From an optimization exercise on the open Yosys and OpenROAD flow, aimed at small area, a short achievable clock period and few clock cycles per item; shortcuts taken in it are not production practice.
Function was checked by simulation only, so behaviour that the tests miss may differ from the original.
No activity file was given, so power comes from the tool's default toggle rates.

==> inputs of trial 98 <==
// chacha_stream
module chacha_stream (
   input  logic       clk,
   input  logic       rst_n,
   input  logic       in_valid,
   input  logic       in_first,
   input  logic [1:0] in_sel,
   input  logic [7:0] in_data,
   output logic       in_ready,
   input  logic       start,
   input  logic       hold,
   output logic       busy,
   output logic       out_valid,
   input  logic       out_ready,
   output logic [7:0] out_data,
   output logic       out_last,
   output logic       ctr_wrap,
   output logic [1:0] dbg_state
);
   logic       s_idle;          
   logic       ov_q;            
   logic       bz_q;            
   logic       run_q;           
   logic       done_q;          
   logic [6:0] cnt;             
   logic [5:0] k;               
   logic       last_q;          
   logic       transfer;        
   logic       out_hs, last_hs;
   assign in_ready  = s_idle;
   assign busy      = bz_q;
   assign out_valid = ov_q;
   assign out_last  = last_q;
   assign dbg_state = {ov_q, bz_q};
   assign transfer = done_q && !ov_q;
   assign out_hs   = ov_q && out_ready;
   assign last_hs  = out_hs && last_q;
   logic [7:0] key_b   [32];
   logic [7:0] nonce_b [12];
   logic [7:0] ctr_b   [4];
   logic [5:0] kptr;            
   logic [3:0] nptr;            
   logic [2:0] cptr;            
   logic       wrap_q;
   logic [31:0] ctr_w, ctr_inc;
   assign ctr_w   = {ctr_b[3], ctr_b[2], ctr_b[1], ctr_b[0]};
   assign ctr_inc = ctr_w + 32'd1;
   logic       wr_beat;
   logic [5:0] kpos;
   logic [3:0] npos;
   logic [2:0] cpos;
   always_comb begin
      wr_beat = in_valid && s_idle;
      kpos    = in_first ? 6'd0 : kptr;
      npos    = in_first ? 4'd0 : nptr;
      cpos    = in_first ? 3'd0 : cptr;
   end
   always_ff @(posedge clk) begin
      if (!rst_n) begin
         for (int i = 0; i < 32; i++) key_b[i] <= '0;
         for (int i = 0; i < 12; i++) nonce_b[i] <= '0;
         for (int i = 0; i < 4; i++) ctr_b[i] <= '0;
         kptr   <= '0;
         nptr   <= '0;
         cptr   <= '0;
         wrap_q <= 1'b0;
      end else begin
         if (wr_beat && in_sel == 2'd0) begin
  ...
==> flow/config.mk <==
export PLATFORM = sky130hd
export DESIGN_NAME = chacha_stream
export DESIGN_NICKNAME = chacha_stream
export VERILOG_FILES = /design/flow/design.v
export SDC_FILE = /design/flow/constraint.sdc
export NUM_CORES = 4
export LEC_CHECK = 0
export CAP_MARGIN = 20
export CORE_MARGIN = 2
export CORE_UTILIZATION = 35
export SLEW_MARGIN = 20
==> flow/constraint.sdc <==
create_clock -name core_clock -period 15.0 [get_ports {clk}]
set_input_delay 3.0000 -clock core_clock [delete_from_list [all_inputs] [get_ports {clk}]]
set_output_delay 3.0000 -clock core_clock [all_outputs]
set_load 0.01 [all_outputs]
standard.sh (not shown) runs the stock make flow with config.mk's settings and CLKGATE_MAP_FILE= SYNTH_SCRIPT=/design/flow/synth_recipe.tcl, a recipe that flattens the netlist after the stock synthesis.
==> flow/flow/run.sh <==
#!/bin/bash
# Standard layout (the standard.sh: standard synthesis, floorplan, place,
# CTS, route, finish), with timing repair asked to leave setup margin so the
# layout reaches a shorter period than the clock constraint requires.  The
# SDC (clock period, I/O delays, loads) is the standard flow's, unchanged.
export SETUP_SLACK_MARGIN=11
bash standard.sh > standard.log 2>&1
==> build 42: changes against trial 98 <==
--- a/flow/design.v
+++ b/flow/design.v
@@ -51,46 +51,53 @@
    always_comb begin
       wr_beat = in_valid && s_idle;
       kpos    = in_first ? 6'd0 : kptr;
       npos    = in_first ? 4'd0 : nptr;
       cpos    = in_first ? 3'd0 : cptr;
    end
    always_ff @(posedge clk) begin
       if (!rst_n) begin
-         for (int i = 0; i < 32; i++) key_b[i] <= '0;
-         for (int i = 0; i < 12; i++) nonce_b[i] <= '0;
          for (int i = 0; i < 4; i++) ctr_b[i] <= '0;
          kptr   <= '0;
          nptr   <= '0;
          cptr   <= '0;
          wrap_q <= 1'b0;
       end else begin
          if (wr_beat && in_sel == 2'd0) begin
             kptr <= (kpos < 6'd32) ? kpos + 6'd1 : kpos;
-            for (int i = 0; i < 32; i++) if (kpos == 6'(i)) key_b[i] <= in_data;
          end
          if (wr_beat && in_sel == 2'd1) begin
             nptr <= (npos < 4'd12) ? npos + 4'd1 : npos;
-            for (int i = 0; i < 12; i++) if (npos == 4'(i)) nonce_b[i] <= in_data;
          end
          if (wr_beat && in_sel == 2'd2) begin
             cptr <= (cpos < 3'd4) ? cpos + 3'd1 : cpos;
             for (int i = 0; i < 4; i++) if (cpos == 3'(i)) ctr_b[i] <= in_data;
          end
          if (last_hs) begin
             ctr_b[0] <= ctr_inc[7:0];
             ctr_b[1] <= ctr_inc[15:8];
             ctr_b[2] <= ctr_inc[23:16];
             ctr_b[3] <= ctr_inc[31:24];
             if (&ctr_w) wrap_q <= 1'b1;
          end
       end
    end
    assign ctr_wrap = wrap_q;
+   logic [7:0] wdata;
+   logic       ksel, nsel;
+   assign wdata = in_data & {8{rst_n}};
+   assign ksel  = wr_beat && in_sel == 2'd0;
+   assign nsel  = wr_beat && in_sel == 2'd1;
+   always_ff @(posedge clk) begin
+      for (int i = 0; i < 32; i++)
+         if (!rst_n || (ksel && kpos == 6'(i))) key_b[i] <= wdata;
+      for (int i = 0; i < 12; i++)
+         if (!rst_n || (nsel && npos == 4'(i))) nonce_b[i] <= wdata;
+   end
    logic [7:0] in_byte [64];
    localparam logic [127:0] SIGMA = {32'h6b206574, 32'h79622d32, 32'h3320646e, 32'h61707865};
    always_comb begin
       for (int i = 0; i < 16; i++) in_byte[i] = SIGMA[8*i +: 8];
       for (int i = 0; i < 32; i++) in_byte[16 + i] = key_b[i];
       for (int i = 0; i < 4; i++) in_byte[48 + i] = ctr_b[i];
       for (int i = 0; i < 12; i++) in_byte[52 + i] = nonce_b[i];
    end
@@ -99,66 +106,80 @@
    always_comb begin
       for (int i = 0; i < 16; i++)
          ld[i] = {in_byte[4*i+3], in_byte[4*i+2], in_byte[4*i+1], in_byte[4*i]};
       if (!s_idle) ld[12] = ctr_inc;
    end
    logic        load_work;
    logic [1:0]  stp;
    logic        diag;
-   assign load_work = s_idle || transfer;
+   assign load_work = s_idle || done_q;
    assign stp  = cnt[1:0];
    assign diag = cnt[2];
    function automatic logic [31:0] rotl(input logic [31:0] x, input int n);
       rotl = (x << n) | (x >> (32 - n));
    endfunction
+   function automatic logic [31:0] add32(input logic [31:0] a, input logic [31:0] b);
+      logic [31:0] p0, g, p, gn, pn;
+      p0 = a ^ b;
+      g  = a & b;
+      p  = p0;
+      for (int d = 1; d < 32; d = d * 2) begin
+         gn = g;
+         pn = p;
+         for (int i = 0; i < 32; i++) begin
+            if ((i / d) % 2 == 1) begin
+               gn[i] = g[i] | (p[i] & g[(i / d) * d - 1]);
+               pn[i] = p[i] & p[(i / d) * d - 1];
+            end
+         end
+         g = gn;
+         p = pn;
+      end
+      add32 = p0 ^ {g[30:0], 1'b0};
+   endfunction
    logic [31:0] r0 [4], r1 [4], r2 [4], r3 [4];
    logic [31:0] xs [4], ys [4];
    always_comb begin
       for (int j = 0; j < 4; j++) begin
-         xs[j] = r0[j] + r1[j];
+         xs[j] = add32(r0[j], r1[j]);
          ys[j] = r3[j] ^ xs[j];
       end
    end
    always_ff @(posedge clk) begin
       if (load_work) begin
          for (int j = 0; j < 4; j++) begin
             r0[j] <= ld[j];
             r1[j] <= ld[4 + j];
             r2[j] <= ld[8 + j];
             r3[j] <= ld[12 + j];
          end
-      end else if (run_q) begin
+      end else begin
          for (int j = 0; j < 4; j++) begin
             r3[j] <= r1[j];
             case (stp)
                2'd0: begin
                   r0[j] <= r2[j];
                   r1[j] <= rotl(ys[j], 16);
                   r2[j] <= xs[j];
                end
                2'd1: begin
                   r0[j] <= r2[j];
                   r1[j] <= rotl(ys[j], 12);
                   r2[j] <= xs[j];
                end
                2'd2: begin
                   r0[j] <= r2[j];
                   r1[j] <= rotl(ys[j], 8);
-                  r2[j] <= xs[j];
+                  r2[j] <= diag ? xs[(j + 3) % 4] : xs[(j + 1) % 4];
                end
                default: begin
+                  r0[j] <= r2[j];
                   r1[j] <= rotl(ys[(j + 2) % 4], 7);
-                  if (!diag) begin
-                     r0[j] <= r2[(j + 1) % 4];
-                     r2[j] <= xs[(j + 3) % 4];
-                  end else begin
-                     r0[j] <= r2[(j + 3) % 4];
-                     r2[j] <= xs[(j + 1) % 4];
-                  end
+                  r2[j] <= diag ? xs[(j + 1) % 4] : xs[(j + 3) % 4];
                end
             endcase
          end
       end
    end
    always_comb begin
       for (int j = 0; j < 4; j++) begin
          w[j]      = r0[j];
@@ -179,19 +200,21 @@
             s_idle <= 1'b0;
             run_q  <= 1'b1;
             bz_q   <= 1'b1;
          end
          if (run_q && cnt == 7'd79) begin
             run_q  <= 1'b0;
             done_q <= 1'b1;
          end
-         if (transfer) begin
+         if (done_q) begin
             run_q  <= 1'b1;
             done_q <= 1'b0;
+         end
+         if (transfer) begin
             ov_q   <= 1'b1;
             bz_q   <= 1'b0;
          end
          if (last_hs) begin
             ov_q   <= 1'b0;
             bz_q   <= 1'b1;
          end
       end
@@ -206,26 +229,26 @@
    end
    logic [7:0] od_q, nx_q, ns_q;
    logic       cy_q;
    logic [5:0] fidx;            
    logic [7:0] fx;
    logic [31:0] fw;
    logic [8:0] bsum;
    always_comb begin
-      fidx = k + 6'd2;
+      fidx = transfer ? 6'd1 : k + 6'd2;
       fw   = ob[fidx[5:2]];
       fx   = fw[8*fidx[1:0] +: 8];
       bsum = {1'b0, nx_q} + {1'b0, ns_q} + {8'd0, cy_q && (k[1:0] != 2'd3)};
    end
    always_ff @(posedge clk) begin
       if (transfer) begin
          {cy_q, od_q} <= {1'b0, w[0][7:0]} + {1'b0, in_byte[0]};
          nx_q   <= w[0][15:8];
-         ns_q   <= in_byte[1];
+         ns_q   <= in_byte[fidx];
          k      <= 6'd0;
          last_q <= 1'b0;
       end else if (out_hs) begin
          {cy_q, od_q} <= bsum;
          nx_q   <= fx;
          ns_q   <= in_byte[fidx];
          k      <= k + 6'd1;
          last_q <= (k == 6'd62);
==> flow/config.mk (replaced) <==
export PLATFORM = sky130hd
export DESIGN_NAME = chacha_stream
export DESIGN_NICKNAME = chacha_stream
export VERILOG_FILES = /design/flow/design.v
export SDC_FILE = /design/flow/constraint.sdc
export NUM_CORES = 4
export LEC_CHECK = 0
export CAP_MARGIN = 20
export CORE_MARGIN = 2
export CORE_UTILIZATION = 35
export CTS_CLUSTER_DIAMETER = 100
export CTS_CLUSTER_SIZE = 20
export SLEW_MARGIN = 20
==> trial 31: changes against trial 98 <==
--- a/flow/design.v
+++ b/flow/design.v
@@ -99,17 +99,17 @@
    always_comb begin
       for (int i = 0; i < 16; i++)
          ld[i] = {in_byte[4*i+3], in_byte[4*i+2], in_byte[4*i+1], in_byte[4*i]};
       if (!s_idle) ld[12] = ctr_inc;
    end
    logic        load_work;
    logic [1:0]  stp;
    logic        diag;
-   assign load_work = s_idle || transfer;
+   assign load_work = s_idle || done_q;
    assign stp  = cnt[1:0];
    assign diag = cnt[2];
    function automatic logic [31:0] rotl(input logic [31:0] x, input int n);
       rotl = (x << n) | (x >> (32 - n));
    endfunction
    logic [31:0] r0 [4], r1 [4], r2 [4], r3 [4];
    logic [31:0] xs [4], ys [4];
    always_comb begin
@@ -121,44 +121,39 @@
    always_ff @(posedge clk) begin
       if (load_work) begin
          for (int j = 0; j < 4; j++) begin
             r0[j] <= ld[j];
             r1[j] <= ld[4 + j];
             r2[j] <= ld[8 + j];
             r3[j] <= ld[12 + j];
          end
-      end else if (run_q) begin
+      end else begin
          for (int j = 0; j < 4; j++) begin
             r3[j] <= r1[j];
             case (stp)
                2'd0: begin
                   r0[j] <= r2[j];
                   r1[j] <= rotl(ys[j], 16);
                   r2[j] <= xs[j];
                end
                2'd1: begin
                   r0[j] <= r2[j];
                   r1[j] <= rotl(ys[j], 12);
                   r2[j] <= xs[j];
                end
                2'd2: begin
                   r0[j] <= r2[j];
                   r1[j] <= rotl(ys[j], 8);
-                  r2[j] <= xs[j];
+                  r2[j] <= diag ? xs[(j + 3) % 4] : xs[(j + 1) % 4];
                end
                default: begin
+                  r0[j] <= r2[j];
                   r1[j] <= rotl(ys[(j + 2) % 4], 7);
-                  if (!diag) begin
-                     r0[j] <= r2[(j + 1) % 4];
-                     r2[j] <= xs[(j + 3) % 4];
-                  end else begin
-                     r0[j] <= r2[(j + 3) % 4];
-                     r2[j] <= xs[(j + 1) % 4];
-                  end
+                  r2[j] <= diag ? xs[(j + 1) % 4] : xs[(j + 3) % 4];
                end
             endcase
          end
       end
    end
    always_comb begin
       for (int j = 0; j < 4; j++) begin
          w[j]      = r0[j];
@@ -179,19 +174,21 @@
             s_idle <= 1'b0;
             run_q  <= 1'b1;
             bz_q   <= 1'b1;
          end
          if (run_q && cnt == 7'd79) begin
             run_q  <= 1'b0;
             done_q <= 1'b1;
          end
-         if (transfer) begin
+         if (done_q) begin
             run_q  <= 1'b1;
             done_q <= 1'b0;
+         end
+         if (transfer) begin
             ov_q   <= 1'b1;
             bz_q   <= 1'b0;
          end
          if (last_hs) begin
             ov_q   <= 1'b0;
             bz_q   <= 1'b1;
          end
       end
@@ -206,26 +203,26 @@
    end
    logic [7:0] od_q, nx_q, ns_q;
    logic       cy_q;
    logic [5:0] fidx;            
    logic [7:0] fx;
    logic [31:0] fw;
    logic [8:0] bsum;
    always_comb begin
-      fidx = k + 6'd2;
+      fidx = transfer ? 6'd1 : k + 6'd2;
       fw   = ob[fidx[5:2]];
       fx   = fw[8*fidx[1:0] +: 8];
       bsum = {1'b0, nx_q} + {1'b0, ns_q} + {8'd0, cy_q && (k[1:0] != 2'd3)};
    end
    always_ff @(posedge clk) begin
       if (transfer) begin
          {cy_q, od_q} <= {1'b0, w[0][7:0]} + {1'b0, in_byte[0]};
          nx_q   <= w[0][15:8];
-         ns_q   <= in_byte[1];
+         ns_q   <= in_byte[fidx];
          k      <= 6'd0;
          last_q <= 1'b0;
       end else if (out_hs) begin
          {cy_q, od_q} <= bsum;
          nx_q   <= fx;
          ns_q   <= in_byte[fidx];
          k      <= k + 6'd1;
          last_q <= (k == 6'd62);
==> flow/config.mk (replaced) <==
export PLATFORM = sky130hd
export DESIGN_NAME = chacha_stream
export DESIGN_NICKNAME = chacha_stream
export VERILOG_FILES = /design/flow/design.v
export SDC_FILE = /design/flow/constraint.sdc
export NUM_CORES = 4
export LEC_CHECK = 0
export CAP_MARGIN = 20
export CORE_MARGIN = 2
export CORE_UTILIZATION = 35
export CTS_CLUSTER_DIAMETER = 100
export CTS_CLUSTER_SIZE = 20
export SLEW_MARGIN = 20
==> qor summary <==
	build 42	trial 31	trial 98
Outcome	finished clean	finished clean	finished clean
Net count of the mapped netlist	6,088	7,488	8,347
Buffer count excluding the clock tree in the final layout	474	462	542
Gpl congestion	1.06	1.10	1.12
Wire length on met3	54.3 mm	70.6 mm	77.0 mm
Worst setup path start	r1[1][0]$_DFF_P_	wrap_q$_SDFFE_PN0P_	od_q[0]$_DFFE_PP_
Max Clk Rate	0.232 GHz	0.229 GHz	0.224 GHz
Worst Setup Slack, final	10.68 ns	10.64 ns	10.53 ns
Synth Area in XOR/XNOR	0.0365	0.0350	0.0336
Fraction of met3 tracks used by global routing	0.138	0.172	0.186
Worst setup path end	r1[3][3]$_DFF_P_	ctr_wrap	out_data[0]
Most frequent cell after synthesis	edfxtp_1	nand2_1	nand2_1
Switching Fraction	0.452	0.383	0.361
Critical-path cell with the highest stage delay	xnor2_4	dfxtp_4	edfxtp_1
Final design utilization	0.425	0.420	0.429
Power in combinational cells	0.00678 W	0.00302 W	0.00344 W
Proportion of netlist area held by the largest area contributor	0.408	0.266	0.355
Die span in x	436 um	451 um	474 um
Post-route clock skew	0.0743 ns	0.0530 ns	0.0471 ns
Register area	38,300 um^2	34,800 um^2	38,600 um^2
Iter 0 DRT Violations	11.0k	13.1k	15.8k
Ratio of final minimum period to clock period	0.288	0.291	0.298
Row count	158	164	172
Non-clock buffer area fraction after layout	0.0658	0.0628	0.0574
Ratio of routed vias to standard cells	6.70	6.88	6.80
Instance count after placement with tap cells included	8,225	9,658	10.7k
Testbench counts of trial 98, summed over its fixed seeds: cycles 44,006, items 29,056.
Testbench counts of build 42, summed over its fixed seeds: cycles 44,006, items 29,056.
Testbench counts of trial 31, summed over its fixed seeds: cycles 44,006, items 29,056.

-- port drivers added, routing unchanged --
The flow's constraints put no driver on any port. The routed layouts listed below were extracted and timed again, unchanged, in two steps.
Step 1 (the two cells are an assumption about what drives the block):
set clk [get_ports {clk}]
set_driving_cell -lib_cell sky130_fd_sc_hd__clkbuf_16 $clk
set_driving_cell -lib_cell sky130_fd_sc_hd__buf_2 [delete_from_list [all_inputs] $clk]
Step 2 moves the port delays by t, midway between the first and last clock arrival at a register: inputs arrive t later, outputs are due t later. That takes back most of the time a late clock gives input paths.
a / b / c = ideal ports / drivers / drivers and shift; a / b = the first two.
run | t, ns | slack for setup (ns) | worst setup path after step 2 | clock arrival spread, ns | pins driven straight from the clock port
trial 98 | 0.940 | 10.531 / 10.439 / 9.957 | input to register | 0.050 / 0.050 | 1
build 42 | 0.875 | 10.682 / 10.610 / 10.080 | input to register | 0.078 / 0.077 | 1
trial 31 | 0.843 | 10.642 / 10.553 / 9.994 | input to register | 0.054 / 0.053 | 1
After both steps every run listed still meets setup and hold. The setup slack of trial 31, which loses most, moves by -0.089 ns with the drivers and by -0.648 ns with both steps.
